Source: an optimization exercise on an open RTL-to-GDS flow (aim: a short achievable clock period and few clock cycles). Production flows keep margins and buffers that such runs may drop.
The RTL was checked by simulation tests, not by an equivalence proof against the original design.
Power figures rest on the tool's default switching activity, not on a simulated workload.

==> design/flow/design.v <==
`default_nettype none
package lc3b_types;
	typedef logic [15:0] lc3b_word;
	typedef logic [$clog2(8)-1:0] lc3b_reg;
	typedef logic [2:0] lc3b_nzp;
	typedef logic [128-1:0] lc3b_line;
	typedef logic [15-4:0] lc3b_wb_adr;
	typedef logic [128/8-1:0] lc3b_sel;
	typedef enum logic [3:0] {
		op_br  = 4'b0000,
		op_add = 4'b0001,
		op_and = 4'b0101,
		op_ldr = 4'b0110,
		op_str = 4'b0111,
		op_not = 4'b1001
	} lc3b_opcode;
	typedef struct packed {
		lc3b_opcode opcode;
		lc3b_reg dr;
		lc3b_reg sr1;
		logic imm_flag;
		logic [1:0] unused;
		lc3b_reg sr2;
	} lc3b_instr_reg;
	typedef struct packed {
		lc3b_opcode opcode;
		lc3b_reg dr;
		lc3b_reg sr1;
		logic imm_flag;
		logic [4:0] imm5;
	} lc3b_instr_imm;
	typedef struct packed {
		lc3b_opcode opcode;
		lc3b_reg dr_sr;
		lc3b_reg base;
		logic [5:0] offset6;
	} lc3b_instr_mem;
	typedef struct packed {
		lc3b_opcode opcode;
		lc3b_nzp nzp;
		logic [8:0] offset9;
	} lc3b_instr_br;
	typedef union packed {
		lc3b_instr_reg r;
		lc3b_instr_imm i;
		lc3b_instr_mem m;
		lc3b_instr_br b;
	} lc3b_instr;
endpackage
`default_nettype wire
`default_nettype none
package lc3b_ctrl_types;
	typedef enum logic [1:0] {alu_add, alu_and, alu_not, alu_pass} lc3b_aluop;
	typedef enum logic [1:0] {alumux_reg, alumux_off6, alumux_zero} lc3b_alumux_sel;
	typedef enum logic {sr2mux_reg, sr2mux_imm} lc3b_sr2mux_sel;
	typedef enum logic {wbmux_alu, wbmux_mem} lc3b_wbmux_sel;
	typedef enum logic {mem_idle, mem_access} lc3b_mem_state;
	typedef struct packed {
		lc3b_aluop aluop;
		lc3b_alumux_sel alumux_sel;
		lc3b_sr2mux_sel sr2mux_sel;
		lc3b_wbmux_sel wbmux_sel;
		logic load_cc;
		logic load_regfile;
		logic mem_read;
		logic mem_write;
		logic is_br;
	} lc3b_control_word;
endpackage
`default_nettype wire
`default_nettype none
`timescale 1ns/1ps
module cpu (
	input logic clk,
	input logic reset,
	input logic [127:0] ifetch_rdata,
	output logic [11:0] ifetch_address,
	input logic [127:0] mem_rdata,
	input logic mem_resp,
	output logic mem_read,
	output logic mem_write,
	output logic [127:0] mem_wdata,
	output logic [11:0] mem_address,
	output logic [15:0] mem_sel
);
	localparam int QD = 3;
	logic [15:0] pc;
	logic        d_valid;
	logic [15:0] d_ir;
	logic        d_alu;      
	logic        d_ldr;
	logic        d_str;
	logic        d_br;       
	logic [7:0]  d_src;      
	logic        e_valid;
	logic        e_and;      
	logic        e_wr;       
	logic        e_ld;
	logic        e_st;
	logic        e_lcc;      
	logic [15:0] e_a;
	logic [15:0] e_b;
	logic [15:0] e_sd;
	logic [2:0]  e_dr;
	logic        w_valid;
	logic [2:0]  w_dr;
	logic [15:0] w_res;
	logic        q_rd  [0:QD-1];
	logic        q_wr  [0:QD-1];
	logic        q_lcc [0:QD-1];    
	logic        q_nw  [0:QD-1];    
	logic [15:0] q_addr[0:QD-1];
	logic [15:0] q_sel [0:QD-1];
	logic [15:0] q_sd  [0:QD-1];
	logic [7:0]  q_dr  [0:QD-1];    
	logic [7:0]  pend;       
	logic [2:0]  cc;
	logic [15:0] rf [0:7];
	function automatic logic [7:0] onehot(input logic [2:0] r);
		onehot = 8'b1 << r;
	endfunction
	function automatic logic [15:0] ks_add(input logic [15:0] a, input logic [15:0] b, input logic cin);
		logic [15:0] g, p, gg, pp, gn, pn;
		g = a & b;
		p = a ^ b;
		gg = g;
		pp = p;
		gg[0] = g[0] | (p[0] & cin);
		for (int d = 1; d < 16; d = d * 2) begin
			gn = gg;
			pn = pp;
			for (int i = d; i < 16; i++) begin
				gn[i] = gg[i] | (pp[i] & gg[i - d]);
				pn[i] = pp[i] & pp[i - d];
			end
			gg = gn;
			pp = pn;
		end
		ks_add = p ^ {gg[14:0], cin};
	endfunction
	logic [15:0] fword;
	logic [7:0] f_src;
	logic f_alu, f_ldr, f_str, f_br;
	logic [7:0]  k_src [0:7];
	logic [3:0]  k_cls [0:7];    
	assign ifetch_address = pc[15:4];
	always_comb begin
		for (int k = 0; k < 8; k++) begin
			logic [15:0] w;
			logic [3:0] o;
			logic add, andi, noti, ldr, str;
			w = ifetch_rdata[k*16 +: 16];
			o = w[15:12];
			add = (o == 4'b0001);
			andi = (o == 4'b0101);
			noti = (o == 4'b1001);
			ldr = (o == 4'b0110);
			str = (o == 4'b0111);
			k_src[k] = ((add || andi || noti || ldr || str) ? onehot(w[8:6]) : 8'h0) |
				((add || andi) && !w[5] ? onehot(w[2:0]) : 8'h0) |
				(str ? onehot(w[11:9]) : 8'h0);
			k_cls[k] = {add || andi || noti, ldr, str, (o == 4'b0000) && (w[11:9] != 3'b000)};
		end
	end
	assign fword = ifetch_rdata[pc[3:1]*16 +: 16];
	assign f_src = k_src[pc[3:1]];
	assign {f_alu, f_ldr, f_str, f_br} = k_cls[pc[3:1]];
	logic [15:0] ld_word;
	logic [2:0] ld_cc;
	logic ld_now, pop, e_mem, e_stall, mem_in;
	assign mem_read = q_rd[0];
	assign mem_write = q_wr[0];
	assign mem_address = q_addr[0][15:4];
	assign mem_sel = q_sel[0];
	assign mem_wdata = {8{q_sd[0]}};
	always_comb begin
		ld_word = 16'h0;
		for (int k = 0; k < 8; k++)
			ld_word = ld_word | (mem_rdata[k*16 +: 16] & {16{q_sel[0][2*k]}});
	end
	assign ld_cc = {ld_word[15], ld_word == 16'h0, !ld_word[15] && ld_word != 16'h0};
	assign pop = (q_rd[0] || q_wr[0]) && mem_resp;
	assign ld_now = q_rd[0] && !q_nw[0] && mem_resp;
	logic [3:0] op;
	logic [2:0] nzp;
	logic fwd1, fwd2, fwds;
	logic [15:0] ra, rb, rs;
	logic [15:0] imm5, off6;
	logic hazard;
	assign op = d_ir[15:12];
	assign nzp = d_ir[11:9];
	assign fwd1 = ld_now && q_dr[0][d_ir[8:6]];
	assign fwd2 = ld_now && q_dr[0][d_ir[2:0]];
	assign fwds = ld_now && q_dr[0][d_ir[11:9]];
	assign ra = fwd1 ? ld_word : rf[d_ir[8:6]];
	assign rb = fwd2 ? ld_word : rf[d_ir[2:0]];
	assign rs = fwds ? ld_word : rf[d_ir[11:9]];
	assign imm5 = {{11{d_ir[4]}}, d_ir[4:0]};
	assign off6 = {{9{d_ir[5]}}, d_ir[5:0], 1'b0};
	logic [15:0] tgt;
	assign tgt = pc + {{6{d_ir[8]}}, d_ir[8:0], 1'b0};
	assign hazard = d_valid && ((d_src & pend & ~(ld_now ? q_dr[0] : 8'h0)) != 8'h0);
	logic [15:0] sum, andv, res;
	assign sum = ks_add(e_a, e_b, 1'b0);
	assign andv = e_a & e_b;
	assign res = e_and ? andv : sum;
	logic [2:0] w_cc, curcc;
	assign w_cc = {w_res[15], w_res == 16'h0, !w_res[15] && w_res != 16'h0};
	assign curcc = w_valid ? w_cc : cc;
	assign e_mem = e_valid && (e_ld || e_st);
	logic [QD-1:0] qv;
	logic q_room;
	always_comb begin
		for (int j = 0; j < QD; j++) qv[j] = q_rd[j] || q_wr[j];
	end
	assign q_room = !qv[QD-2] || (!qv[QD-1] && (!e_mem || pop)) || (pop && !e_mem);
	assign e_stall = 1'b0;
	assign mem_in = e_mem;
	logic any_lcc, flags_wait, e_setcc, pred, br_res, br_taken, br_wait;
	logic d_stall, dispatch, alu_disp, wr_disp;
	logic v_valid, v_pred, v_mis;
	logic [2:0] v_nzp;
	logic [15:0] v_alt;
	always_comb begin
		any_lcc = e_lcc;
		for (int i = 0; i < QD; i++) any_lcc = any_lcc || q_lcc[i];
	end
	assign flags_wait = any_lcc;
	assign e_setcc = e_valid && e_wr;
	assign pred = d_ir[8] || (nzp == 3'b111) || (nzp == 3'b101);
	assign br_wait = d_valid && d_br && flags_wait;
	assign br_res = d_valid && d_br && !flags_wait;
	assign br_taken = br_res && (e_setcc ? pred : ((nzp & curcc) != 3'b000));
	assign v_mis = v_valid && (((v_nzp & curcc) != 3'b000) != v_pred);
	assign d_stall = br_wait || hazard || (d_valid && (d_ldr || d_str) && !q_room);
	assign dispatch = d_valid && !d_stall && !e_stall && !v_mis && (d_alu || d_ldr || d_str);
	assign alu_disp = dispatch && d_alu;
	assign wr_disp = dispatch && (d_alu || d_ldr);
	always_ff @(posedge clk) begin
		if (reset) begin
			pc <= 16'h0;
			d_valid <= 1'b0;
			v_valid <= 1'b0;
			e_valid <= 1'b0;
			w_valid <= 1'b0;
			cc <= 3'b010;
		end else begin
			v_valid <= 1'b0;
			if (v_mis) begin
				pc <= v_alt;
				d_valid <= 1'b0;
			end else if (!e_stall) begin
				v_valid <= br_res && e_setcc;
				if (br_taken) begin
					pc <= tgt;
					d_valid <= 1'b0;
				end else if (!d_stall) begin
					pc <= pc + 16'd2;
					d_valid <= 1'b1;
				end
			end
			if (!e_stall) e_valid <= dispatch;
			w_valid <= e_valid && e_wr;
			if (w_valid) cc <= w_cc;
			else if (q_rd[0] && q_lcc[0] && mem_resp) cc <= ld_cc;
		end
	end
	always_ff @(posedge clk) begin
		v_pred <= pred;
		v_nzp <= nzp;
		v_alt <= pred ? pc : tgt;
		if (!e_stall && !d_stall) begin
			d_ir <= fword;
			d_alu <= f_alu;
			d_ldr <= f_ldr;
			d_str <= f_str;
			d_br <= f_br;
			d_src <= f_src;
		end
		if (!e_stall) begin
			e_and <= (op == 4'b0101) || (op == 4'b1001);
			e_wr <= d_alu;
			e_ld <= d_ldr;
			e_st <= d_str;
			e_a <= (op == 4'b1001) ? ~ra : ra;
			e_b <= (d_ldr || d_str) ? off6 : (op == 4'b1001) ? 16'hFFFF : d_ir[5] ? imm5 : rb;
			e_sd <= rs;
			e_dr <= d_ir[11:9];
		end
		w_dr <= e_dr;
		w_res <= res;
	end
	always_ff @(posedge clk) begin
		if (reset) begin
			e_lcc <= 1'b0;
		end else if (!e_stall) begin
			e_lcc <= dispatch && d_ldr;
		end
	end
	logic sh_v [0:QD];
	logic [7:0] wr_oh;
	assign wr_oh = wr_disp ? onehot(d_ir[11:9]) : 8'h0;
	always_comb begin
		for (int j = 0; j < QD; j++)
			sh_v[j] = pop ? (j + 1 < QD ? (q_rd[j + 1] || q_wr[j + 1]) : 1'b0) : (q_rd[j] || q_wr[j]);
		sh_v[QD] = 1'b0;
	end
	always_ff @(posedge clk) begin
		for (int j = 0; j < QD; j++) begin
			if (reset) begin
				q_rd[j] <= 1'b0;
				q_wr[j] <= 1'b0;
				q_lcc[j] <= 1'b0;
				q_nw[j] <= 1'b0;
			end else if (mem_in && !sh_v[j] && (j == 0 || sh_v[j == 0 ? 0 : j - 1])) begin
				q_rd[j] <= e_ld;
				q_wr[j] <= e_st;
				q_lcc[j] <= e_lcc && !alu_disp;
				q_nw[j] <= (wr_oh & onehot(e_dr)) != 8'h0;
			end else if (pop) begin
				q_rd[j] <= j + 1 < QD ? q_rd[j + 1] : 1'b0;
				q_wr[j] <= j + 1 < QD ? q_wr[j + 1] : 1'b0;
				q_lcc[j] <= j + 1 < QD ? q_lcc[j + 1] && !alu_disp : 1'b0;
				q_nw[j] <= j + 1 < QD ? q_nw[j + 1] || ((wr_oh & q_dr[j + 1 < QD ? j + 1 : j]) != 8'h0) : 1'b0;
			end else begin
				q_lcc[j] <= q_lcc[j] && !alu_disp;
				q_nw[j] <= q_nw[j] || ((wr_oh & q_dr[j]) != 8'h0);
			end
		end
	end
	always_ff @(posedge clk) begin
		for (int j = 0; j < QD; j++) begin
			if (mem_in && !sh_v[j] && (j == 0 || sh_v[j == 0 ? 0 : j - 1])) begin
				q_addr[j] <= sum;
				q_sel[j] <= 16'h0003 << {sum[3:1], 1'b0};
				q_sd[j] <= e_sd;
				q_dr[j] <= onehot(e_dr);
			end else if (pop && j + 1 < QD) begin
				q_addr[j] <= q_addr[j + 1 < QD ? j + 1 : j];
				q_sel[j] <= q_sel[j + 1 < QD ? j + 1 : j];
				q_sd[j] <= q_sd[j + 1 < QD ? j + 1 : j];
				q_dr[j] <= q_dr[j + 1 < QD ? j + 1 : j];
			end
		end
	end
	always_ff @(posedge clk) begin
		if (reset) begin
			pend <= 8'h0;
		end else begin
			for (int i = 0; i < 8; i++) begin
				if (wr_oh[i]) pend[i] <= d_ldr;
				else if (ld_now && q_dr[0][i]) pend[i] <= 1'b0;
			end
		end
	end
	always_ff @(posedge clk) begin
		if (reset) begin
			for (int i = 0; i < 8; i++) rf[i] <= 16'h0;
		end else begin
			for (int i = 0; i < 8; i++) begin
				if (w_valid && w_dr == 3'(i)) rf[i] <= w_res;
				else if (ld_now && q_dr[0][i]) rf[i] <= ld_word;
			end
		end
	end
endmodule
`default_nettype wire
==> design/flow/run.sh <==
#!/bin/bash
# synth_recipe.tcl (not shown) runs the flow's synth.tcl, then flattens the netlist and writes it again
# the make line also repeats each setting of config.mk as NAME=value (left out here)
make -C /OpenROAD-flow-scripts/flow DESIGN_CONFIG=/design/flow/config.mk WORK_HOME=/design/flow/orfs CLKGATE_MAP_FILE= SYNTH_SCRIPT=/design/flow/synth_recipe.tcl finish
==> design/flow/config.mk <==
export PLATFORM = sky130hd
export DESIGN_NAME = cpu
export DESIGN_NICKNAME = cpu
export VERILOG_FILES = /design/flow/design.v
export SDC_FILE = /design/flow/constraint.sdc
export NUM_CORES = 4
export LEC_CHECK = 0
export CAP_MARGIN = 20
export CORE_MARGIN = 2
export CORE_UTILIZATION = 40
export SETUP_SLACK_MARGIN = 2.2
export SLEW_MARGIN = 20
==> design/flow/constraint.sdc <==
create_clock -name core_clock -period 4.4 [get_ports {clk}]
set_input_delay 0.8800 -clock core_clock [delete_from_list [all_inputs] [get_ports {clk}]]
set_output_delay 0.8800 -clock core_clock [all_outputs]
set_load 0.01 [all_outputs]
==> results of run 1 <==
[power groups by stage]
| stage | clock, uW | combinational (uW) | sequential [uW] |
|---|---|---|---|
| after floorplan | 0 | 3160 | 4860 |
| after global placement | 0 | 4550 | 5350 |
| after detailed placement | 0 | 4640 | 5350 |
| after CTS | 4250 | 6130 | 5180 |
| after global routing | 4420 | 7600 | 5270 |
| final | 4230 | 7290 | 5250 |
[per-layer routing]
metal	vias up	GRT usage [%]	part of all wire, %
li1	12900	-	-
met1	14300	43.5	38
met2	2047	53.5	45
met3	494	8.49	12
met4	4	14.4	5.4
met5	-	0	0.018
[registers in the layout, indices dropped and copies added (netlist names), 3 cells and up]
signal and count:
q_rd 3, pc 15, d_src 8, e_a 16, w_res 16, q_sel 24, d_ir 16, e_sd 16
q_wr 3, q_lcc 3, rf 128, e_dr 3, v_alt 15, cc 3, e_b 16, pend 8
w_dr 3, q_addr 36, q_sd 48, q_nw 3, q_dr 24
[cells in the final DEF, fill, tap and decap left out, types with 17 or more instances in the layout]
cell / Yosys / layout
a31oi_1: 24 / 21
nor2_1: 414 / 382
mux2_2: 34 / 30
o21ai_1: 1 / 40
dlymetal6s2s_1: 0 / 26
nor2_4: 0 / 25
buf_2: 13 / 43
edfxtp_1: 160 / 160
dlygate4sd2_1: 0 / 57
xnor2_1: 23 / 17
mux4_2: 64 / 64
a22oi_2: 0 / 18
dfxtp_1: 261 / 220
xor2_1: 38 / 33
clkbuf_16: 0 / 54
nor3b_1: 42 / 26
nand2_1: 390 / 357
buf_4: 136 / 235
nand3b_1: 25 / 25
clkdlybuf4s50_1: 0 / 158
dfxtp_2: 0 / 29
nand3_1: 53 / 46
o21ai_2: 0 / 33
a211oi_1: 144 / 142
a21oi_1: 248 / 225
mux2i_1: 73 / 56
nand2b_1: 62 / 44
a21oi_2: 0 / 19
buf_6: 0 / 233
a22oi_1: 92 / 74
nor3_1: 93 / 66
clkbuf_2: 3 / 20
nand2_2: 0 / 19
inv_1: 70 / 60
o21ai_0: 192 / 118
buf_12: 0 / 61
o22ai_1: 55 / 43
[through the flow]
| step | power (uW) | setup WS, ps | hold WS [ps] | cells |
|---|---|---|---|---|
| 6_report | 16800 | 1780 | 430 | 4720 |
| 5_1_grt | 17300 | 1710 | 459 | 4720 |
| 4_1_cts | 15600 | 1820 | 433 | 4614 |
| 3_5_place_dp | 9990 | 408 | 431 | 4280 |
| 3_3_place_gp | 9900 | 494 | 421 | 4280 |
| 2_1_floorplan | 8010 | 1320 | 346 | 3278 |
[cells by family after synthesis]
logic type / after synthesis
AO/OA/AOI/OAI: 904
XOR/XNOR: 61
adder cells (fa/ha/maj): 39
buffers and inverters: 465
flip-flops: 421
multiplexers: 171
AND/OR/NAND/NOR: 1217
[worst max-delay path, delay by kind of cell (launching register included)]
kind	cells	cell delay, ps
AO/OA/AOI/OAI	4	1280
AND/OR/NAND/NOR	2	510
flip-flops	1	430
buffers and inverters	1	290
[what timing repair did]
item,in CTS,in global routing
resized for setup,1226,478
gates cloned,11,9
buffers inserted,235,97
hold buffers,0,0
setup endpoints to repair,669,509
pin swaps,128,137
[area by class of cell]
cell class / instances / area [um2]
Tap cell: 873 / 1090
Timing Repair Buffer: 863 / 8840
Clock buffer: 68 / 1340
Inverter: 72 / 300
Multi-Input combinational cell: 2402 / 17700
Sequential cell: 421 / 10100
Timing Repair inverter: 1 / 6.26
Fill cell: 5738 / 27700
Clock inverter: 20 / 294
[worst paths after layout]
| check | slack (ps) | to |
|---|---|---|
| hold / removal | 430 | pc[2]$_SDFFE_PP0P_ |
| hold reg to reg | 430 | pc[2]$_SDFFE_PP0P_ |
| setup reg to reg | 1780 | q_nw[1]$_SDFF_PP0_ |
| setup / recovery | 1780 | q_nw[1]$_SDFF_PP0_ |
[synth_stat cells, types with 24 or more instances]
master	instances
o22ai_1	55
nor3_1	93
buf_1	28
a21oi_1	248
edfxtp_1	160
xor2_1	38
nor4_1	26
nand2b_1	62
nand3_1	53
inv_1	70
mux2i_1	73
mux2_2	34
nand2_1	390
a211oi_1	144
a22oi_1	92
o21ai_0	192
ha_1	36
a31oi_1	24
nor3b_1	42
buf_4	136
clkbuf_1	213
mux4_2	64
dfxtp_1	261
nor2_1	414
nand3b_1	25
==> metrics.yaml, run 1 <==
rsz0062_at_grt: "yes"
critPathMaxStageDelay_ps: 660
initial_core_util_pct: 40.5
clkPwrFrac_pct: 25.2
maxCapViolations: 0
fp-row-count: 95
synth_area_mm2: 0.0273
powerDensity_mw_per_mm2: 423
synth.area.mux_share_pct: 9.36
die_w_um: 265
area_growth_pct: 45.2
clkLatencyLatePin_ps: 610
seqPwrFrac_pct: 31.3
wl_per_cell_um: 27.1
dominantRegCellSynth: "dfxtp_1"
first_iter_violations: 3612
ioPinCount: 429
p_sw_share_pct: 38.3
cts.htree.levels: 2
synth-xor-area-share_pct: 1.96
crit_path_end_kind: "flop"
min-delay-start: "v_alt[2]$_DFF_P_"
slew_headroom_pct: 24.9
synth_top_area_share_pct: 19.1
cts_tree: "done"
power_frac_comb_pct: 43.5
routed_wl_um: 128000
critPathArrivalTime_ps: 3110
synth_edf_count: 160
numCtsBuffers: 47
fin_skew_ps: 26.7
die-area_mm2: 0.0704
gr-total-overflow: 0
syn-num-nets: 3575
tightest_slew_ps: 1120
holdCritPathClass: "flop to flop"
finalCritPeriodShare_pct: 59.7
clk_pin_slew_ps: 60
core_area_mm2: 0.0674
final_nets: 4105
utilization_pct: 58.8
synth_top_area_cell: "dfxtp_1"
reg2reg_depth: 7
via_count: 29800
via_per_inst: 6.32
required_ps: 4890
finalCriticalPeriod_ps: 2620
synth_compound_area_share_pct: 21.2
postSynthCellCount: 3278
hold_viol: 0
r2r_start: "d_ir[9]$_DFFE_PN_"
ys_ff_latch: 421
grt_pass1_vias: 28200
synthTopCellsByArea: "dfxtp_1, edfxtp_1, nor2_1"
postRouteAntennaNets: 0
yosysSeqAreaShare_pct: 36.7
layout-drive-gt1-share_pct: 31.8
drc: 0
n_antenna_cell: 0
syn_area_per_cell_um2: 8.33
finalSetupViolations: 0
vdd.ir_drop.worst_mv: 0.307
crit_type: "flop to flop"
grt_first_pass_wirelength_um: 180000
post_synth_fa_ha_maj_area_fraction_pct: 1.83
design_area_mm2: 0.0396
grt_start_max_net_pins: 120
fmax_mhz: 381
crit_chain: "buf_4 -> nor2_1 -> a221oi_1 -> o21ai_0 -> a21o_1 -> nor2_1 -> o41ai_2"
holdPathStages: 2
synth_top_family_by_area: "compound AO/OA/AOI/OAI gates"
synthSimpleGateAreaFrac_pct: 20.6
critPathLaunchType: "flop"
ys_warn_count: 13
p_int_uw: 10300
port_buffers: 428
cts.path.max_buffers: 3
final.setup.tns_ps: 0
crit_top_cell: "nor2_1"
critical_path.startpoint: "d_ir[9]$_DFFE_PN_"
dpl_cell_area_mm2: 0.0317
antenna_found_initial: 2
async_reset_ff_share_pct: 0
p_leak_uw: 0.0154
p_switching_uw: 6430
place_hpwl_um: 82100
drv_slew: 0
status: "timing/DRC/antenna clean"
cp_max_fo: 33
cp_slowest_cell: "o21ai_0"
die_h_um: 265
cts-root-buf: "clkbuf_16"
gp_congestion: 0.986
first_pass_iters: 6
cts_sinks: 421
grt_util_all_layers_pct: 33.7
synth_cell_types: 83
Testbench counts, summed over its fixed seeds: cycles 37,641.
==> run 2, diff against run 1 <==
--- a/design/flow/design.v
+++ b/design/flow/design.v
@@ -139,31 +139,57 @@
 		ks_add = p ^ {gg[14:0], cin};
 	endfunction
-	logic [15:0] fword;
+	logic [127:0] L;
+	logic [11:0]  L_line;
+	logic         L_v;
+	logic [15:0]  LT [0:7];
+	logic         d_tgt_ok;
+	logic [15:0]  d_tgt;
+	logic bt, pc_in_L, use_L, f_ok;
+	logic nd_valid, d_load;
+	logic [11:0] fa;
+	logic [2:0] ws;
+	logic [15:0] rword, lword, fword;
 	logic [7:0] f_src;
 	logic f_alu, f_ldr, f_str, f_br;
-	logic [7:0]  k_src [0:7];
-	logic [3:0]  k_cls [0:7];    
-	assign ifetch_address = pc[15:4];
-	always_comb begin
-		for (int k = 0; k < 8; k++) begin
-			logic [15:0] w;
-			logic [3:0] o;
-			logic add, andi, noti, ldr, str;
-			w = ifetch_rdata[k*16 +: 16];
-			o = w[15:12];
-			add = (o == 4'b0001);
-			andi = (o == 4'b0101);
-			noti = (o == 4'b1001);
-			ldr = (o == 4'b0110);
-			str = (o == 4'b0111);
-			k_src[k] = ((add || andi || noti || ldr || str) ? onehot(w[8:6]) : 8'h0) |
-				((add || andi) && !w[5] ? onehot(w[2:0]) : 8'h0) |
-				(str ? onehot(w[11:9]) : 8'h0);
-			k_cls[k] = {add || andi || noti, ldr, str, (o == 4'b0000) && (w[11:9] != 3'b000)};
-		end
-	end
-	assign fword = ifetch_rdata[pc[3:1]*16 +: 16];
-	assign f_src = k_src[pc[3:1]];
-	assign {f_alu, f_ldr, f_str, f_br} = k_cls[pc[3:1]];
+	logic [15:0] ft;
+	assign fa = pc[15:4];
+	assign ifetch_address = fa;
+	assign rword = ifetch_rdata[pc[3:1]*16 +: 16];
+	assign lword = L[ft[3:1]*16 +: 16];
+	assign pc_in_L = L_v && (L_line == ft[15:4]);
+	function automatic logic [11:0] predec(input logic [15:0] w);
+		logic [3:0] o;
+		logic add, andi, noti, ldr, str;
+		logic [7:0] src;
+		o = w[15:12];
+		add = (o == 4'b0001);
+		andi = (o == 4'b0101);
+		noti = (o == 4'b1001);
+		ldr = (o == 4'b0110);
+		str = (o == 4'b0111);
+		src = ((add || andi || noti || ldr || str) ? onehot(w[8:6]) : 8'h0) |
+			((add || andi) && !w[5] ? onehot(w[2:0]) : 8'h0) |
+			(str ? onehot(w[11:9]) : 8'h0);
+		predec = {src, add || andi || noti, ldr, str, (o == 4'b0000) && (w[11:9] != 3'b000)};
+	endfunction
+	logic [11:0] pre_l, pre_r;
+	logic [11:0] LP [0:7];    
+	assign pre_l = LP[ft[3:1]];
+	assign pre_r = predec(rword);
+	always_ff @(posedge clk) begin
+		if (reset) begin
+			L_v <= 1'b0;
+		end else if (!bt) begin
+			L_v <= 1'b1;
+		end
+		if (!bt) begin
+			L <= ifetch_rdata;
+			L_line <= pc[15:4];
+			for (int k = 0; k < 8; k++)
+				LP[k] <= predec(ifetch_rdata[k*16 +: 16]);
+			for (int k = 0; k < 8; k++)
+				LT[k] <= {{pc[15:4], 3'(k)} + {{6{ifetch_rdata[k*16+8]}}, ifetch_rdata[k*16 +: 9]} + 15'd1, 1'b0};
+		end
+	end
 	logic [15:0] ld_word;
 	logic [2:0] ld_cc;
@@ -193,11 +219,11 @@
 	assign fwd2 = ld_now && q_dr[0][d_ir[2:0]];
 	assign fwds = ld_now && q_dr[0][d_ir[11:9]];
-	assign ra = fwd1 ? ld_word : rf[d_ir[8:6]];
-	assign rb = fwd2 ? ld_word : rf[d_ir[2:0]];
-	assign rs = fwds ? ld_word : rf[d_ir[11:9]];
+	assign ra = fwd1 ? ld_word : (w_valid && w_dr == d_ir[8:6]) ? w_res : rf[d_ir[8:6]];
+	assign rb = fwd2 ? ld_word : (w_valid && w_dr == d_ir[2:0]) ? w_res : rf[d_ir[2:0]];
+	assign rs = fwds ? ld_word : (w_valid && w_dr == d_ir[11:9]) ? w_res : rf[d_ir[11:9]];
 	assign imm5 = {{11{d_ir[4]}}, d_ir[4:0]};
 	assign off6 = {{9{d_ir[5]}}, d_ir[5:0], 1'b0};
 	logic [15:0] tgt;
-	assign tgt = pc + {{6{d_ir[8]}}, d_ir[8:0], 1'b0};
+	assign tgt = ft + {{6{d_ir[8]}}, d_ir[8:0], 1'b0};
 	assign hazard = d_valid && ((d_src & pend & ~(ld_now ? q_dr[0] : 8'h0)) != 8'h0);
 	logic [15:0] sum, andv, res;
@@ -205,6 +231,8 @@
 	assign andv = e_a & e_b;
 	assign res = e_and ? andv : sum;
+	logic e_z, w_z;
+	assign e_z = e_and ? (andv == 16'h0) : ((e_a ^ e_b) == {e_a[14:0] | e_b[14:0], 1'b0});
 	logic [2:0] w_cc, curcc;
-	assign w_cc = {w_res[15], w_res == 16'h0, !w_res[15] && w_res != 16'h0};
+	assign w_cc = {w_res[15], w_z, !w_res[15] && !w_z};
 	assign curcc = w_valid ? w_cc : cc;
 	assign e_mem = e_valid && (e_ld || e_st);
@@ -222,4 +250,7 @@
 	logic [2:0] v_nzp;
 	logic [15:0] v_alt;
+	logic rd_valid, v_tok;
+	logic [15:0] r_tgt, r_ft, r_dtgt;
+	assign v_alt = v_pred ? r_ft : (v_tok ? r_dtgt : r_tgt);
 	always_comb begin
 		any_lcc = e_lcc;
@@ -233,5 +264,19 @@
 	assign br_taken = br_res && (e_setcc ? pred : ((nzp & curcc) != 3'b000));
 	assign v_mis = v_valid && (((v_nzp & curcc) != 3'b000) != v_pred);
+	assign use_L = pc_in_L && !(bt && br_taken);
+	assign f_ok = use_L || !bt || br_taken;
+	assign fword = use_L ? lword : rword;
+	assign {f_src, f_alu, f_ldr, f_str, f_br} = use_L ? pre_l : pre_r;
 	assign d_stall = br_wait || hazard || (d_valid && (d_ldr || d_str) && !q_room);
+	assign d_load = !e_stall && !d_stall;
+	always_comb begin
+		nd_valid = d_valid;
+		if (v_mis || rd_valid) nd_valid = 1'b0;
+		else if (!e_stall) begin
+			if (br_taken && bt) nd_valid = 1'b1;
+			else if (br_taken) nd_valid = 1'b0;
+			else if (!d_stall) nd_valid = f_ok;
+		end
+	end
 	assign dispatch = d_valid && !d_stall && !e_stall && !v_mis && (d_alu || d_ldr || d_str);
 	assign alu_disp = dispatch && d_alu;
@@ -240,6 +285,9 @@
 		if (reset) begin
 			pc <= 16'h0;
+			ft <= 16'h0;
 			d_valid <= 1'b0;
+			bt <= 1'b0;
 			v_valid <= 1'b0;
+			rd_valid <= 1'b0;
 			e_valid <= 1'b0;
 			w_valid <= 1'b0;
@@ -247,15 +295,23 @@
 		end else begin
 			v_valid <= 1'b0;
+			d_valid <= nd_valid;
+			bt <= nd_valid && (d_load ? (f_br && use_L) : (d_br && d_tgt_ok));
+			rd_valid <= 1'b0;
 			if (v_mis) begin
 				pc <= v_alt;
-				d_valid <= 1'b0;
+				ft <= v_alt;
+			end else if (rd_valid) begin
+				pc <= r_tgt;
+				ft <= r_tgt;
 			end else if (!e_stall) begin
 				v_valid <= br_res && e_setcc;
-				if (br_taken) begin
-					pc <= tgt;
-					d_valid <= 1'b0;
-				end else if (!d_stall) begin
+				if (br_taken && bt) begin
 					pc <= pc + 16'd2;
-					d_valid <= 1'b1;
+					ft <= pc + 16'd2;
+				end else if (br_taken) begin
+					rd_valid <= 1'b1;
+				end else if (!d_stall) begin
+					pc <= !f_ok ? ft : (f_br && use_L) ? LT[ft[3:1]] : ft + 16'd2;
+					if (f_ok) ft <= ft + 16'd2;
 				end
 			end
@@ -269,7 +325,12 @@
 		v_pred <= pred;
 		v_nzp <= nzp;
-		v_alt <= pred ? pc : tgt;
-		if (!e_stall && !d_stall) begin
+		r_ft <= ft;
+		r_tgt <= tgt;
+		r_dtgt <= d_tgt;
+		v_tok <= d_tgt_ok;
+		if (d_load) begin
 			d_ir <= fword;
+			d_tgt <= LT[ft[3:1]];
+			d_tgt_ok <= use_L;
 			d_alu <= f_alu;
 			d_ldr <= f_ldr;
@@ -290,4 +351,5 @@
 		w_dr <= e_dr;
 		w_res <= res;
+		w_z <= e_z;
 	end
 	always_ff @(posedge clk) begin
==> run 2 against run 1 <==
Die area rose by 75%. Register-to-register slack worse by 70 ps. Sequential share of layout area grew 6.9 points. Critical endpoint is now pc[4]$_SDFFE_PP0P_. Non-clock buffer count rose by 379. Wire length up 56%.
==> metrics.yaml, run 2 <==
crit_type: "flop to flop"
die_w_um: 351  # +32%
p_switching_uw: 17000  # +160%
fmax_mhz: 371  # -2.6%
synth_edf_count: 525  # +230%
setup_slack_ps: 1710  # -69.9 ps
cp_slowest_cell: "dfxtp_4"
critPathLaunchType: "flop"
clkLatencyLatePin_ps: 710  # +100 ps
cts-root-buf: "clkbuf_16"
yosysMostFrequentCell: "nor2_1"
holdPathStages: 0  # -2
postRouteAntennaNets: 0  # unchanged
yosysSeqAreaShare_pct: 45.6  # +8.9 points
total_power_uw: 42800  # +160%
dpl_cell_area_mm2: 0.0543  # +71%
fp-row-count: 127  # +34%
routed_wl_um: 199000  # +56%
seqCellArea_mm2: 0.0221  # +120%
syn-num-nets: 5338  # +49%
grt_util_all_layers_pct: 29.7  # -3.9 points
dpl_worst_slack_ps: 449  # +41.5 ps
numCtsBuffers: 94  # +100%
p_leak_uw: 0.0269  # +75%
hold_viol: 0  # unchanged
syn_area_per_cell_um2: 9.82  # +18%
synth_top_area_cell: "edfxtp_1"
slew_headroom_pct: 24.9  # -0.026 points
cts_tree: "done"
via_per_inst: 6.09  # -3.6%
p_int_uw: 25800  # +150%
crit_chain: "inv_4 -> ha_4 -> and2_4 -> buf_12 -> a222oi_1 -> a41oi_2 -> mux2_4 -> o22ai_2 -> a21o_1 -> a311oi_1"
final_cell_mix: "edfxtp_1, nor2_1, buf_4, nand2_1, buf_6"
rr_endpoint: "pc[4]$_SDFFE_PP0P_"
cts_sinks: 836  # +99%
wl_per_cell_um: 26.7  # -1.5%
reg.largest.list: "L: 128 flops, rf: 128 flops, LT: 113 flops"
cp_max_fo: 7  # -79%
seqPwrFrac_pct: 28.6  # -2.7 points
synth_area_mm2: 0.0482  # +77%
final_cells: 7469  # +58%
r2r_start: "ft[1]$_SDFFE_PP0P_"
first_pass_iters: 10  # +4
dominantRegCellSynth: "edfxtp_1"
dp_cells: 6644  # +55%
powerDensity_mw_per_mm2: 626  # +48%
postSynthCellCount: 4911  # +50%
multi_input_area_mm2: 0.0271  # +53%
clk_pin_slew_ps: 70  # about the same
grt_start_max_net_pins: 154  # +28%
layout_commonest_cell: "edfxtp_1"
cts.path.max_buffers: 3  # unchanged
min-delay-start: "d_tgt[2]$_DFFE_PN_"
synth_compound_area_share_pct: 18.3  # -2.9 points
synth_cell_types: 90  # +8.4%
initial_core_util_pct: 40.2  # -0.28 points
synthTopCellsByArea: "edfxtp_1, dfxtp_1, nor2_1"
drv_slew: 0  # unchanged
gr-total-overflow: 0  # unchanged
ys_ff_latch: 836  # +99%
min_to: "r_dtgt[2]$_DFF_P_"
die_h_um: 351  # +32%
power_frac_comb_pct: 51.7  # +8.2 points
first_iter_violations: 5595  # +55%
post_synth_fa_ha_maj_area_fraction_pct: 4.44  # +2.6 points
clkPwrFrac_pct: 19.8  # -5.4 points
required_ps: 4960  # +70 ps
area_growth_pct: 41.7
synth_top_family_by_area: "compound AO/OA/AOI/OAI gates"
finalCritPeriodShare_pct: 61.2  # +1.6 points
fin_skew_ps: 27.3  # +0.592 ps
critPathTopFamily: "compound AO/OA/AOI/OAI gates"
synth.area.mux_share_pct: 7.36  # -2.0 points
maxCapViolations: 0  # unchanged
antenna_found_initial: 7  # +5
finalSetupViolations: 0  # unchanged
final.setup.tns_ps: 0  # unchanged
critPathMaxStageDelay_ps: 450  # -210 ps
synthSimpleGateAreaFrac_pct: 14.5  # -6.1 points
synth_top_area_share_pct: 32.7  # +14 points
cts.htree.levels: 3  # +1
ioPinCount: 429  # unchanged
finalCriticalPeriod_ps: 2690  # +69.9 ps
reg2reg_depth: 10  # +3
port_buffers: 428  # unchanged
crit_path_end_kind: "flop"
r2r_slack_ps: 1710  # -70 ps
rsz0062_at_grt: "yes"
design_area_mm2: 0.0683  # +72%
via_count: 45500  # +53%
p_sw_share_pct: 39.7  # +1.3 points
layout-drive-gt1-share_pct: 33.6  # +1.8 points
status: "timing/DRC/antenna clean"
synth-xor-area-share_pct: 3.58  # +1.6 points
gp_congestion: 0.940  # -4.7%
grt_pass1_vias: 42500  # +51%
yosys-top-cells-count: "nor2_1, edfxtp_1, nand2_1, a21oi_1, dfxtp_1"
drc: 0  # unchanged
holdCritPathClass: "flop to flop"
die-area_mm2: 0.123  # +75%
place_hpwl_um: 122000  # +49%
grt_first_pass_wirelength_um: 275000  # +53%
async_reset_ff_share_pct: 0  # unchanged
cp_num_buf_inv: 2  # +1
core_area_mm2: 0.120  # +78%
final_nets: 6203  # +51%
num-fill-cells: 9978  # +74%
vdd.ir_drop.worst_mv: 0.430  # +40%
critPathArrivalTime_ps: 3260  # +150 ps
tightest_slew_ps: 1130  # +1.93 ps
ys_warn_count: 13  # unchanged
run 2: cell count changes after synthesis, sizes merged, moves of 33 or more:
cell    previous run  this run
ha                36       164
clkbuf           216       293
a211oi           144       177
a21oi            248       356
o22ai             56        16
nand2            390       452
edfxtp           160       525
nand3             54        95
inv               70       168
nor2             414       548
xnor2             23       127
dfxtp            261       311
run 2: timing repair:
action | in CTS | in global routing
pin swaps | 268 | 263
cloned | 30 | 18
hold buffers | 0 | 0
resized for setup | 1640 | 494
setup buffers | 422 | 178
endpoints found under the setup margin | 955 | 624
hold endpoints to repair | 0 | 0
run 2: area by class of cell:
cell class              count  area share (%)
clock buffers             126            3.94
well taps                1612            2.95
inverters                 168            1.05
multi-input cells        3430            39.7
clock inverters            49           0.843
repair buffers           1242            19.1
flip-flops and latches    836            32.4
diodes                      2         0.00733
repair inverters            4          0.0879
run 2: stage by stage:
stage | utilization (%) | hold slack [ps]
finish | 57.0 | 342
global placement | 45.3 | 324
floorplan | - | 323
global route | 57.0 | 354
CTS | 53.9 | 343
detailed placement | 45.3 | 327
run 2: cells by family after synthesis:
logic type / count (synthesis)
adders and majority gates: 169
DFF: 836
muxes: 238
and+or+nand+nor: 1521
AOI/OAI and AO/OA: 1294
xor gates and xnor gates: 197
buffers and inverters: 656
run 2: worst reg2reg max path: cells and delay by family (launching register included):
| kind | cells | cell delay (ps) |
|---|---|---|
| compound gates | 5 | 1100 |
| flops | 1 | 450 |
| mux | 1 | 340 |
| fa+ha+maj | 1 | 230 |
| buf+inv | 2 | 220 |
| simple gates | 1 | 220 |
run 2: per-layer routing:
metal	GRT usage, %	wire (um)	vias up
met5	0	260	-
met1	37.3	75400	22100
li1	-	-	19900
met4	17.0	14000	14
met2	48.7	92100	2770
met3	4.83	17500	758
run 2: worst max-delay path by stage:
stage,cells past startpoint,endpoint,slack [ps],startpoint
after floorplan,7,ft[13]$_SDFFE_PP0P_,-2610,bt$_SDFF_PP0_
after global placement,10,ft[10]$_SDFFE_PP0P_,460,mem_resp
after detailed placement,10,ft[8]$_SDFFE_PP0P_,450,mem_resp
after CTS,9,d_src[6]$_DFFE_PN_,1780,pc[1]$_SDFFE_PP0P_
after global routing,10,pc[4]$_SDFFE_PP0P_,1640,w_valid$_SDFF_PP0_
final,10,pc[4]$_SDFFE_PP0P_,1710,ft[1]$_SDFFE_PP0P_
run 2: power by group through the flow:
stage               logic, uW  registers (uW)  clock network [uW]
floorplan                9730           11600                   0
global route            23000           12300                8800
CTS                     19000           12100                8500
global placement        13500           12500                   0
finish                  22100           12200                8450
detailed placement      13600           12500                   0
Testbench counts of run 2, summed over its fixed seeds: cycles 36,156.
==> run 3, diff against run 2 <==
--- a/design/flow/design.v
+++ b/design/flow/design.v
@@ -139,5 +139,6 @@
 		ks_add = p ^ {gg[14:0], cin};
 	endfunction
-	logic [127:0] L;
+	logic [15:0]  EW [0:7];
+	logic [15:0]  NFA [0:7];
 	logic [11:0]  L_line;
 	logic         L_v;
@@ -156,5 +157,5 @@
 	assign ifetch_address = fa;
 	assign rword = ifetch_rdata[pc[3:1]*16 +: 16];
-	assign lword = L[ft[3:1]*16 +: 16];
+	assign lword = EW[ft[3:1]];
 	assign pc_in_L = L_v && (L_line == ft[15:4]);
 	function automatic logic [11:0] predec(input logic [15:0] w);
@@ -177,4 +178,16 @@
 	assign pre_l = LP[ft[3:1]];
 	assign pre_r = predec(rword);
+	logic [11:0] kp [0:7];
+	logic [15:0] kt [0:7];
+	logic [2:0]  nx [0:7];
+	always_comb begin
+		for (int k = 0; k < 8; k++) begin
+			kp[k] = predec(ifetch_rdata[k*16 +: 16]);
+			kt[k] = {{pc[15:4], 3'(k)} + {{6{ifetch_rdata[k*16+8]}}, ifetch_rdata[k*16 +: 9]} + 15'd1, 1'b0};
+		end
+		nx[7] = 3'd7;
+		for (int k = 0; k < 7; k++)
+			nx[k] = (kp[k][3:0] == 4'h0) ? 3'(k + 1) : 3'(k);
+	end
 	always_ff @(posedge clk) begin
 		if (reset) begin
@@ -184,10 +197,11 @@
 		end
 		if (!bt) begin
-			L <= ifetch_rdata;
 			L_line <= pc[15:4];
-			for (int k = 0; k < 8; k++)
-				LP[k] <= predec(ifetch_rdata[k*16 +: 16]);
-			for (int k = 0; k < 8; k++)
-				LT[k] <= {{pc[15:4], 3'(k)} + {{6{ifetch_rdata[k*16+8]}}, ifetch_rdata[k*16 +: 9]} + 15'd1, 1'b0};
+			for (int k = 0; k < 8; k++) begin
+				EW[k] <= ifetch_rdata[nx[k]*16 +: 16];
+				LP[k] <= kp[nx[k]];
+				LT[k] <= kt[nx[k]];
+				NFA[k] <= (nx[k] == 3'd7) ? {pc[15:4] + 12'd1, 4'h0} : {pc[15:4], nx[k] + 3'd1, 1'b0};
+			end
 		end
 	end
@@ -226,5 +240,6 @@
 	logic [15:0] tgt;
 	assign tgt = ft + {{6{d_ir[8]}}, d_ir[8:0], 1'b0};
-	assign hazard = d_valid && ((d_src & pend & ~(ld_now ? q_dr[0] : 8'h0)) != 8'h0);
+	assign hazard = d_valid && (((d_src & pend & ~(ld_now ? q_dr[0] : 8'h0)) != 8'h0) ||
+		(e_valid && e_wr && d_src[e_dr]));
 	logic [15:0] sum, andv, res;
 	assign sum = ks_add(e_a, e_b, 1'b0);
@@ -312,6 +327,6 @@
 					rd_valid <= 1'b1;
 				end else if (!d_stall) begin
-					pc <= !f_ok ? ft : (f_br && use_L) ? LT[ft[3:1]] : ft + 16'd2;
-					if (f_ok) ft <= ft + 16'd2;
+					pc <= !f_ok ? ft : use_L ? (f_br ? LT[ft[3:1]] : NFA[ft[3:1]]) : ft + 16'd2;
+					if (f_ok) ft <= use_L ? NFA[ft[3:1]] : ft + 16'd2;
 				end
 			end
==> run 3 against run 2 <==
Still clean on timing, DRC and antenna. Global-route usage is 2.3 points higher. Clock-buffer cell count is 8 higher. Die area is 13% higher. Via count is 18% higher. Utilization is 0.32 points lower. Sequential share of layout area is 2.0 points lower. Design area is 12% higher. Sequential power is 5% higher. Worst hold slack better by 1.0 ps. Synthesized cell count is 20% higher. Power is 9.7% higher.
==> metrics.yaml, run 3 <==
place_hpwl_um: 151000  # +24%
finalCriticalPeriod_ps: 2800  # +103 ps
yosysMostFrequentCell: "nand2_1"
grt_first_pass_wirelength_um: 337000  # +22%
hold_viol: 0  # unchanged
final_nets: 7155  # +15%
vdd.ir_drop.worst_mv: 0.364  # -15%
final.setup.tns_ps: 0  # unchanged
postRouteAntennaNets: 0  # unchanged
reg.largest.list: "EW: 128 flops, rf: 128 flops, LT: 117 flops"
syn_area_per_cell_um2: 9.21  # -6.1%
via_per_inst: 6.26  # +2.9%
postSynthCellCount: 5899  # +20%
num-fill-cells: 11300  # +13%
crit_chain: "inv_2 -> ha_4 -> and2_4 -> buf_6 -> a222oi_1 -> a31oi_2 -> mux2i_1 -> o211ai_1 -> a21oi_2 -> a221oi_2"
rsz0062_at_grt: "yes"
required_ps: 4950  # about the same
multi_input_area_mm2: 0.0331  # +22%
grt_start_max_net_pins: 191  # +24%
synth_top_area_share_pct: 31.1  # -1.6 points
area_growth_pct: 40.9
die_w_um: 373  # +6.1%
dominantRegCellSynth: "edfxtp_1"
seqPwrFrac_pct: 27.3  # -1.3 points
clkLatencyLatePin_ps: 710  # about the same
grt_util_all_layers_pct: 32.1  # +2.3 points
synthTopCellsByArea: "edfxtp_1, dfxtp_1, nand2_1"
synth_compound_area_share_pct: 19.1  # +0.86 points
drv_slew: 0  # unchanged
fmax_mhz: 357  # -3.7%
holdCritPathClass: "flop to flop"
power_frac_comb_pct: 54.1  # +2.4 points
cts.path.max_buffers: 3  # unchanged
ys_warn_count: 18  # +5
cp_num_buf_inv: 2  # unchanged
first_pass_iters: 9  # -1
synth_edf_count: 563  # +7.2%
critPathMaxStageDelay_ps: 750  # +300 ps
ioPinCount: 429  # unchanged
finalCritPeriodShare_pct: 63.6  # +2.3 points
p_sw_share_pct: 41.2  # +1.5 points
crit_path_end_kind: "flop"
synth_top_area_cell: "edfxtp_1"
cts-root-buf: "clkbuf_16"
die-area_mm2: 0.139  # +13%
powerDensity_mw_per_mm2: 613  # -2.2%
p_leak_uw: 0.0303  # +12%
yosys-top-cells-count: "nand2_1, nor2_1, edfxtp_1, a21oi_1, clkbuf_1"
cts_tree: "done"
via_count: 53800  # +18%
tightest_slew_ps: 1280  # +152 ps
numCtsBuffers: 99  # +5.3%
first_iter_violations: 6949  # +24%
post_synth_fa_ha_maj_area_fraction_pct: 3.99  # -0.46 points
p_int_uw: 27600  # +7.0%
slew_headroom_pct: 14.8  # -10 points
utilization_pct: 56.7  # -0.32 points
critPathTopFamily: "compound AO/OA/AOI/OAI gates"
hold_buffers: 0  # unchanged
critPathArrivalTime_ps: 3350  # +90 ps
routed_wl_um: 241000  # +21%
final_cell_mix: "nand2_1, edfxtp_1, nor2_1, buf_4, buf_6"
synth_area_mm2: 0.0544  # +13%
synth.area.mux_share_pct: 8.17  # +0.82 points
async_reset_ff_share_pct: 0  # unchanged
cts.htree.levels: 3  # unchanged
finalSetupViolations: 0  # unchanged
gp_congestion: 0.972  # +3.4%
dp_cells: 7745  # +17%
grt_pass1_vias: 50400  # +19%
whs_ps: 343  # +1.00 ps
synth_cell_types: 107  # +19%
layout-drive-gt1-share_pct: 33.3  # -0.29 points
yosysSeqAreaShare_pct: 42.6  # -3.1 points
initial_core_util_pct: 40.2  # about the same
synthSimpleGateAreaFrac_pct: 16.3  # +1.8 points
port_buffers: 428  # unchanged
ys_ff_latch: 874  # +4.5%
syn-num-nets: 6328  # +19%
cp_slowest_cell: "a222oi_1"
seqCellArea_mm2: 0.0233  # +5.2%
synth-xor-area-share_pct: 3.54  # -0.034 points
antenna_found_initial: 9  # +2
critPathLaunchType: "flop"
clk_pin_slew_ps: 70  # about the same
maxCapViolations: 0  # unchanged
total_power_uw: 47000  # +9.7%
cp_max_fo: 6  # -1
final_cells: 8597  # +15%
core_area_mm2: 0.135  # +13%
status: "timing/DRC/antenna clean"
wl_per_cell_um: 28.0  # +5.1%
layout_commonest_cell: "nand2_1"
cts_sinks: 874  # +4.5%
synth_top_family_by_area: "compound AO/OA/AOI/OAI gates"
drc: 0  # unchanged
crit_type: "flop to flop"
fp-row-count: 135  # +6.3%
gr-total-overflow: 0  # unchanged
fin_skew_ps: 25.7  # -1.66 ps
p_switching_uw: 19300  # +14%
clkPwrFrac_pct: 18.6  # -1.2 points
die_h_um: 373  # +6.1%
==> run 3: cell types whose count changed in the layout (fill, tap and decap cells not counted), moves of 33 or more <==
cell	previous run	this run
a31oi_1	17	51
edfxtp_1	525	563
a21o_1	21	54
mux2_2	52	111
nor2_1	504	541
nand2_1	436	778
o21ai_0	82	207
==> run 3: per-layer routing <==
metal | part of all wire, % | track usage (%) | vias to the layer above | wire, um
li1 | - | - | 23300 | -
met1 | 36 | 39.3 | 25900 | 86800
met2 | 46 | 51.4 | 3698 | 110000
met3 | 11 | 7.17 | 945 | 25900
met4 | 7.5 | 19.5 | 8 | 18200
met5 | 0.022 | 0 | - | 52
==> run 3: area by class of cell <==
cell class,count,area share [%]
Multi-Input combinational cell,4279,43.1
Sequential cell,874,30.3
Timing Repair Buffer,1299,18.2
Clock buffer,134,3.60
Tap cell,1781,2.91
Inverter,170,0.959
Clock inverter,51,0.786
Timing Repair inverter,3,0.0392
Antenna cell,6,0.0196
==> run 3: path summary, 6_finish.rpt <==
kind	from	end	slack [ps]	cells after the start
hold / removal	d_tgt[12]$_DFFE_PN_	r_dtgt[12]$_DFF_P_	340	0
hold reg to reg	d_tgt[12]$_DFFE_PN_	r_dtgt[12]$_DFF_P_	340	0
setup reg to reg	ft[1]$_SDFFE_PP0P_	pc[3]$_SDFFE_PP0P_	1600	10
setup / recovery	ft[1]$_SDFFE_PP0P_	pc[3]$_SDFFE_PP0P_	1600	10
==> run 3: logic make-up after synthesis <==
| family | Yosys count |
|---|---|
| AO/OA/AOI/OAI | 1568 |
| XOR/XNOR | 220 |
| adder cells (fa/ha/maj) | 171 |
| buffers and inverters | 758 |
| flip-flops | 874 |
| multiplexers | 323 |
| AND/OR/NAND/NOR | 1985 |
==> run 3: power by group through the flow <==
stage / Clock [uW] / Combinational [uW] / Sequential, uW
6_report: 8730 / 25400 / 12800
5_1_grt: 9080 / 26400 / 13000
3_3_place_gp: 0 / 15800 / 13100
3_5_place_dp: 0 / 16000 / 13200
4_1_cts: 8750 / 21700 / 12700
2_1_floorplan: 0 / 11200 / 12000
==> run 3: per-stage QoR <==
stage               setup slack [ps]  cell area [um2]
finish                          1600            76600
global route                    1550            76600
floorplan                       1550            55400
CTS                             1730            72300
global placement                 384            60600
detailed placement               351            60600
==> run 3: what timing repair did <==
action	in CTS	in global routing
pin swaps	279	280
endpoints found under the setup margin	1239	731
resized for setup	1877	643
setup buffers	434	179
gates cloned	34	14
==> run 3: worst register-to-register path: cells and delay by family, from the launching register on <==
| family | cells | cell delay, ps |
|---|---|---|
| AND/OR/NAND/NOR | 1 | 220 |
| multiplexers | 1 | 190 |
| buffers and inverters | 2 | 250 |
| AO/OA/AOI/OAI | 5 | 1400 |
| flip-flops | 1 | 400 |
| adder cells (fa/ha/maj) | 1 | 190 |
Testbench counts of run 3, summed over its fixed seeds: cycles 35,439.
==> run 4, diff against run 3 <==
--- a/design/flow/design.v
+++ b/design/flow/design.v
@@ -139,6 +139,5 @@
 		ks_add = p ^ {gg[14:0], cin};
 	endfunction
-	logic [15:0]  EW [0:7];
-	logic [15:0]  NFA [0:7];
+	logic [127:0] L;
 	logic [11:0]  L_line;
 	logic         L_v;
@@ -157,5 +156,5 @@
 	assign ifetch_address = fa;
 	assign rword = ifetch_rdata[pc[3:1]*16 +: 16];
-	assign lword = EW[ft[3:1]];
+	assign lword = L[ft[3:1]*16 +: 16];
 	assign pc_in_L = L_v && (L_line == ft[15:4]);
 	function automatic logic [11:0] predec(input logic [15:0] w);
@@ -178,16 +177,4 @@
 	assign pre_l = LP[ft[3:1]];
 	assign pre_r = predec(rword);
-	logic [11:0] kp [0:7];
-	logic [15:0] kt [0:7];
-	logic [2:0]  nx [0:7];
-	always_comb begin
-		for (int k = 0; k < 8; k++) begin
-			kp[k] = predec(ifetch_rdata[k*16 +: 16]);
-			kt[k] = {{pc[15:4], 3'(k)} + {{6{ifetch_rdata[k*16+8]}}, ifetch_rdata[k*16 +: 9]} + 15'd1, 1'b0};
-		end
-		nx[7] = 3'd7;
-		for (int k = 0; k < 7; k++)
-			nx[k] = (kp[k][3:0] == 4'h0) ? 3'(k + 1) : 3'(k);
-	end
 	always_ff @(posedge clk) begin
 		if (reset) begin
@@ -197,11 +184,10 @@
 		end
 		if (!bt) begin
+			L <= ifetch_rdata;
 			L_line <= pc[15:4];
-			for (int k = 0; k < 8; k++) begin
-				EW[k] <= ifetch_rdata[nx[k]*16 +: 16];
-				LP[k] <= kp[nx[k]];
-				LT[k] <= kt[nx[k]];
-				NFA[k] <= (nx[k] == 3'd7) ? {pc[15:4] + 12'd1, 4'h0} : {pc[15:4], nx[k] + 3'd1, 1'b0};
-			end
+			for (int k = 0; k < 8; k++)
+				LP[k] <= predec(ifetch_rdata[k*16 +: 16]);
+			for (int k = 0; k < 8; k++)
+				LT[k] <= {{pc[15:4], 3'(k)} + {{6{ifetch_rdata[k*16+8]}}, ifetch_rdata[k*16 +: 9]} + 15'd1, 1'b0};
 		end
 	end
@@ -219,5 +205,11 @@
 			ld_word = ld_word | (mem_rdata[k*16 +: 16] & {16{q_sel[0][2*k]}});
 	end
-	assign ld_cc = {ld_word[15], ld_word == 16'h0, !ld_word[15] && ld_word != 16'h0};
+	logic ld_z;
+	always_comb begin
+		ld_z = 1'b0;
+		for (int k = 0; k < 8; k++)
+			ld_z = ld_z | (q_sel[0][2*k] && mem_rdata[k*16 +: 16] == 16'h0);
+	end
+	assign ld_cc = {ld_word[15], ld_z, !ld_word[15] && !ld_z};
 	assign pop = (q_rd[0] || q_wr[0]) && mem_resp;
 	assign ld_now = q_rd[0] && !q_nw[0] && mem_resp;
@@ -230,16 +222,27 @@
 	assign op = d_ir[15:12];
 	assign nzp = d_ir[11:9];
-	assign fwd1 = ld_now && q_dr[0][d_ir[8:6]];
-	assign fwd2 = ld_now && q_dr[0][d_ir[2:0]];
-	assign fwds = ld_now && q_dr[0][d_ir[11:9]];
-	assign ra = fwd1 ? ld_word : (w_valid && w_dr == d_ir[8:6]) ? w_res : rf[d_ir[8:6]];
-	assign rb = fwd2 ? ld_word : (w_valid && w_dr == d_ir[2:0]) ? w_res : rf[d_ir[2:0]];
-	assign rs = fwds ? ld_word : (w_valid && w_dr == d_ir[11:9]) ? w_res : rf[d_ir[11:9]];
+	logic [7:0] d_s1, d_s2, d_ss, w_droh;
+	logic [15:0] rf1, rf2, rfs;
+	always_comb begin
+		rf1 = 16'h0;
+		rf2 = 16'h0;
+		rfs = 16'h0;
+		for (int i = 0; i < 8; i++) begin
+			rf1 = rf1 | (rf[i] & {16{d_s1[i]}});
+			rf2 = rf2 | (rf[i] & {16{d_s2[i]}});
+			rfs = rfs | (rf[i] & {16{d_ss[i]}});
+		end
+	end
+	assign fwd1 = ld_now && ((q_dr[0] & d_s1) != 8'h0);
+	assign fwd2 = ld_now && ((q_dr[0] & d_s2) != 8'h0);
+	assign fwds = ld_now && ((q_dr[0] & d_ss) != 8'h0);
+	assign ra = fwd1 ? ld_word : (w_valid && (w_droh & d_s1) != 8'h0) ? w_res : rf1;
+	assign rb = fwd2 ? ld_word : (w_valid && (w_droh & d_s2) != 8'h0) ? w_res : rf2;
+	assign rs = fwds ? ld_word : (w_valid && (w_droh & d_ss) != 8'h0) ? w_res : rfs;
 	assign imm5 = {{11{d_ir[4]}}, d_ir[4:0]};
 	assign off6 = {{9{d_ir[5]}}, d_ir[5:0], 1'b0};
 	logic [15:0] tgt;
 	assign tgt = ft + {{6{d_ir[8]}}, d_ir[8:0], 1'b0};
-	assign hazard = d_valid && (((d_src & pend & ~(ld_now ? q_dr[0] : 8'h0)) != 8'h0) ||
-		(e_valid && e_wr && d_src[e_dr]));
+	assign hazard = d_valid && ((d_src & pend & ~(ld_now ? q_dr[0] : 8'h0)) != 8'h0);
 	logic [15:0] sum, andv, res;
 	assign sum = ks_add(e_a, e_b, 1'b0);
@@ -327,6 +330,6 @@
 					rd_valid <= 1'b1;
 				end else if (!d_stall) begin
-					pc <= !f_ok ? ft : use_L ? (f_br ? LT[ft[3:1]] : NFA[ft[3:1]]) : ft + 16'd2;
-					if (f_ok) ft <= use_L ? NFA[ft[3:1]] : ft + 16'd2;
+					pc <= !f_ok ? ft : (f_br && use_L) ? LT[ft[3:1]] : ft + 16'd2;
+					if (f_ok) ft <= ft + 16'd2;
 				end
 			end
@@ -353,4 +356,7 @@
 			d_br <= f_br;
 			d_src <= f_src;
+			d_s1 <= onehot(fword[8:6]);
+			d_s2 <= onehot(fword[2:0]);
+			d_ss <= onehot(fword[11:9]);
 		end
 		if (!e_stall) begin
@@ -365,4 +371,5 @@
 		end
 		w_dr <= e_dr;
+		w_droh <= onehot(e_dr);
 		w_res <= res;
 		w_z <= e_z;
==> run 4 against run 3 <==
Worst hold slack worse by 2.3 ps. First-iteration DRC count decreased by 8.8%. Setup slack got worse by 190 ps. Register-to-register slack got worse by 190 ps. Synthesized cell count down 17%.
==> metrics.yaml, run 4 <==
grt_first_pass_wirelength_um: 296000  # -12%
cts.htree.levels: 3  # unchanged
synthTopCellsByArea: "edfxtp_1, dfxtp_1, ha_1"
holdCritPathClass: "flop to flop"
core_area_mm2: 0.122  # -9.9%
critical_path.startpoint: "ft[2]$_SDFFE_PP0P_"
yosysMostFrequentCell: "edfxtp_1"
ioPinCount: 429  # unchanged
cp_num_buf_inv: 4  # +2
grt_util_all_layers_pct: 31.5  # -0.59 points
post_synth_fa_ha_maj_area_fraction_pct: 4.35  # +0.36 points
port_buffers: 428  # unchanged
synth_area_mm2: 0.0490  # -9.8%
final_nets: 6066  # -15%
clkLatencyLatePin_ps: 710  # about the same
grt_pass1_vias: 44400  # -12%
rsz0062_at_grt: "yes"
yosys-top-cells-count: "edfxtp_1, nor2_1, nand2_1, dfxtp_1, a21oi_1"
finalSetupViolations: 0  # unchanged
first_pass_iters: 7  # -2
finalCriticalPeriod_ps: 2980  # +186 ps
area_growth_pct: 37.4
synth_edf_count: 549  # -2.5%
final_cells: 7349  # -15%
synthSimpleGateAreaFrac_pct: 14.5  # -1.7 points
crit_top_cell: "buf_6"
numCtsBuffers: 96  # -3.0%
maxCapViolations: 0  # unchanged
routed_wl_um: 211000  # -12%
cts_tree: "done"
syn_area_per_cell_um2: 10.0  # +8.8%
postSynthCellCount: 4892  # -17%
initial_core_util_pct: 40.3  # +0.060 points
seqCellArea_mm2: 0.0230  # -1.1%
grt_start_max_net_pins: 185  # -3.1%
die_h_um: 354  # -5.0%
synth_compound_area_share_pct: 19.3  # +0.18 points
cts.path.max_buffers: 3  # unchanged
critPathArrivalTime_ps: 3540  # +190 ps
drc: 0  # unchanged
via_per_inst: 6.31  # +0.78%
yosysSeqAreaShare_pct: 46.6  # +4.1 points
first_iter_violations: 6337  # -8.8%
reg.largest.list: "L: 128 flops, rf: 128 flops, LT: 113 flops"
synth_cell_types: 102  # -4.7%
critPathLaunchType: "flop"
num-fill-cells: 10100  # -11%
r2r_slack_ps: 1420  # -190 ps
layout_commonest_cell: "edfxtp_1"
critPathTopFamily: "compound AO/OA/AOI/OAI gates"
drv_slew: 0  # unchanged
cts_sinks: 868  # -0.69%
ys_ff_latch: 868  # -0.69%
final.setup.tns_ps: 0  # unchanged
fin_skew_ps: 32.0  # +6.32 ps
tightest_slew_ps: 1060  # -215 ps
cp_max_fo: 5  # -1
crit_type: "flop to flop"
via_count: 46400  # -14%
synth.area.mux_share_pct: 5.72  # -2.5 points
crit_chain: "ha_4 -> ha_4 -> buf_12 -> a222oi_1 -> a31oi_4 -> buf_6 -> buf_6 -> buf_6 -> nand4_1 -> o21ai_2 -> a211oi_2 -> o32ai_2"
cp_slowest_cell: "a222oi_1"
place_hpwl_um: 129000  # -14%
p_leak_uw: 0.0262  # -13%
final_cell_mix: "edfxtp_1, nor2_1, nand2_1, buf_4, buf_6"
total_power_uw: 40200  # -14%
critPathMaxStageDelay_ps: 640  # -110 ps
synth_top_family_by_area: "compound AO/OA/AOI/OAI gates"
fp-row-count: 128  # -5.2%
gp_congestion: 0.982  # +1.0%
setup_slack_ps: 1420  # -186 ps
synth_top_area_share_pct: 33.6  # +2.5 points
cts-root-buf: "clkbuf_16"
finalCritPeriodShare_pct: 67.8  # +4.2 points
multi_input_area_mm2: 0.0267  # -19%
wl_per_cell_um: 28.7  # +2.5%
dpl_worst_slack_ps: 431  # +79.8 ps
async_reset_ff_share_pct: 0  # unchanged
postRouteAntennaNets: 0  # unchanged
synth_top_area_cell: "edfxtp_1"
syn-num-nets: 5319  # -16%
powerDensity_mw_per_mm2: 597  # -2.7%
layout-drive-gt1-share_pct: 30.2  # -3.1 points
r2r_start: "ft[2]$_SDFFE_PP0P_"
synth-xor-area-share_pct: 3.41  # -0.13 points
hold_viol: 0  # unchanged
die-area_mm2: 0.125  # -9.7%
required_ps: 4960  # about the same
crit_path_end_kind: "flop"
whs_ps: 341  # -2.28 ps
ys_warn_count: 13  # -5
vdd.ir_drop.worst_mv: 0.521  # +43%
fmax_mhz: 335  # -6.2%
slew_headroom_pct: 29.2  # +14 points
min-delay-start: "d_tgt[10]$_DFFE_PN_"
die_w_um: 354  # -5.0%
clk_pin_slew_ps: 60  # about the same
status: "timing/DRC/antenna clean"
dp_cells: 6656  # -14%
antenna_found_initial: 13  # +4
gr-total-overflow: 0  # unchanged
dominantRegCellSynth: "edfxtp_1"
## run 4: cell count changes after synthesis, sizes merged, moves of 45 or more
cell,previous run,this run
mux2,124,49
a22oi,109,226
mux2i,115,70
nor2,596,453
a21oi,369,299
clkbuf,353,284
nand2,817,433
a31oi,81,28
o21ai,352,189
## run 4: per-layer routing
layer	GRT usage [%]	routed length [um]	vias up	share of wire [%]
met5	0	104	-	0.049
met3	6.69	21300	989	10
li1	-	-	19900	-
met2	51.3	97700	3191	46
met4	21.1	17100	16	8.1
met1	37.4	75100	22300	36
## run 4: power breakdown
part	switching, uW	total, uW	internal (uW)
Sequential	1530	12700	11200
Combinational	10500	18700	8260
Clock	3640	8770	5130
Total	15600	40200	24600
## run 4: area by class of cell
| class | instances | share of cell area [%] |
|---|---|---|
| well taps | 1625 | 3.02 |
| inverters | 157 | 0.984 |
| repair inverters | 4 | 0.0854 |
| multi-input cells | 3404 | 39.6 |
| diodes | 1 | 0.00371 |
| flip-flops and latches | 868 | 34.1 |
| clock buffers | 131 | 4.03 |
| clock inverters | 51 | 1.02 |
| repair buffers | 1108 | 17.1 |
## run 4: cell families after synthesis
| group | after synthesis |
|---|---|
| compound gates | 1359 |
| mux | 187 |
| xor+xnor | 191 |
| buf+inv | 633 |
| fa+ha+maj | 168 |
| flops | 868 |
| simple gates | 1486 |
## run 4: what timing repair did
action	4_1_cts	5_1_grt
setup endpoints to repair	819	611
pin swaps	217	168
cloned	31	9
setup buffers	363	107
resized for setup	1593	403
hold buffers	0	0
## run 4: path summary, 6_finish.rpt
kind                                           end  cells past startpoint
worst max register to register  pc[8]$_SDFFE_PP0P_                     12
worst min register to register  r_dtgt[10]$_DFF_P_                      0
worst min-delay path            r_dtgt[10]$_DFF_P_                      0
worst max-delay path            pc[8]$_SDFFE_PP0P_                     12
## run 4: stage by stage
step	cell area (um2)	util, %
final	67400	55.4
after global routing	67400	55.4
after global placement	54900	45.1
after detailed placement	54900	45.1
after floorplan	49800	-
after CTS	64500	53.0
Testbench counts of run 4, summed over its fixed seeds: cycles 36,156.

-- port drivers added, routing unchanged --
No port has a modelled driver above. Below, the same layouts with a new extraction and two added sets of constraints. Step 1, drivers: a clkbuf_16 drives clk and a buf_2 each remaining input, both assumed. Step 2, shift: input delay + t, output delay - t, t = (earliest + latest rising clock arrival at the registers) / 2. This alone moves slack from input paths to output paths. a / b / c = no drivers / after step 1 / after step 2; a / b = the first two.
| run | t, ns | setup WS [ns] | hold slack, ns | latest minus earliest clock arrival (ns) | pins driven straight from the clock port |
|---|---|---|---|---|---|
| run 1 | 0.661 | 1.775 / 1.775 / 1.120 | 0.430 / 0.430 / 0.430 | 0.029 / 0.029 | 1 |
| run 2 | 0.772 | 1.705 / 1.705 / 0.948 | 0.342 / 0.342 / 0.342 | 0.028 / 0.029 | 1 |
| run 3 | 0.782 | 1.602 / 1.602 / 0.911 | 0.343 / 0.343 / 0.343 | 0.031 / 0.031 | 1 |
| run 4 | 0.777 | 1.417 / 1.417 / 1.024 | 0.341 / 0.341 / 0.341 | 0.039 / 0.038 | 1 |
After both steps setup and hold are still met in every run listed. The setup slack of run 2, which loses most, moves by 0.000 ns with the drivers and by -0.757 ns with both steps.
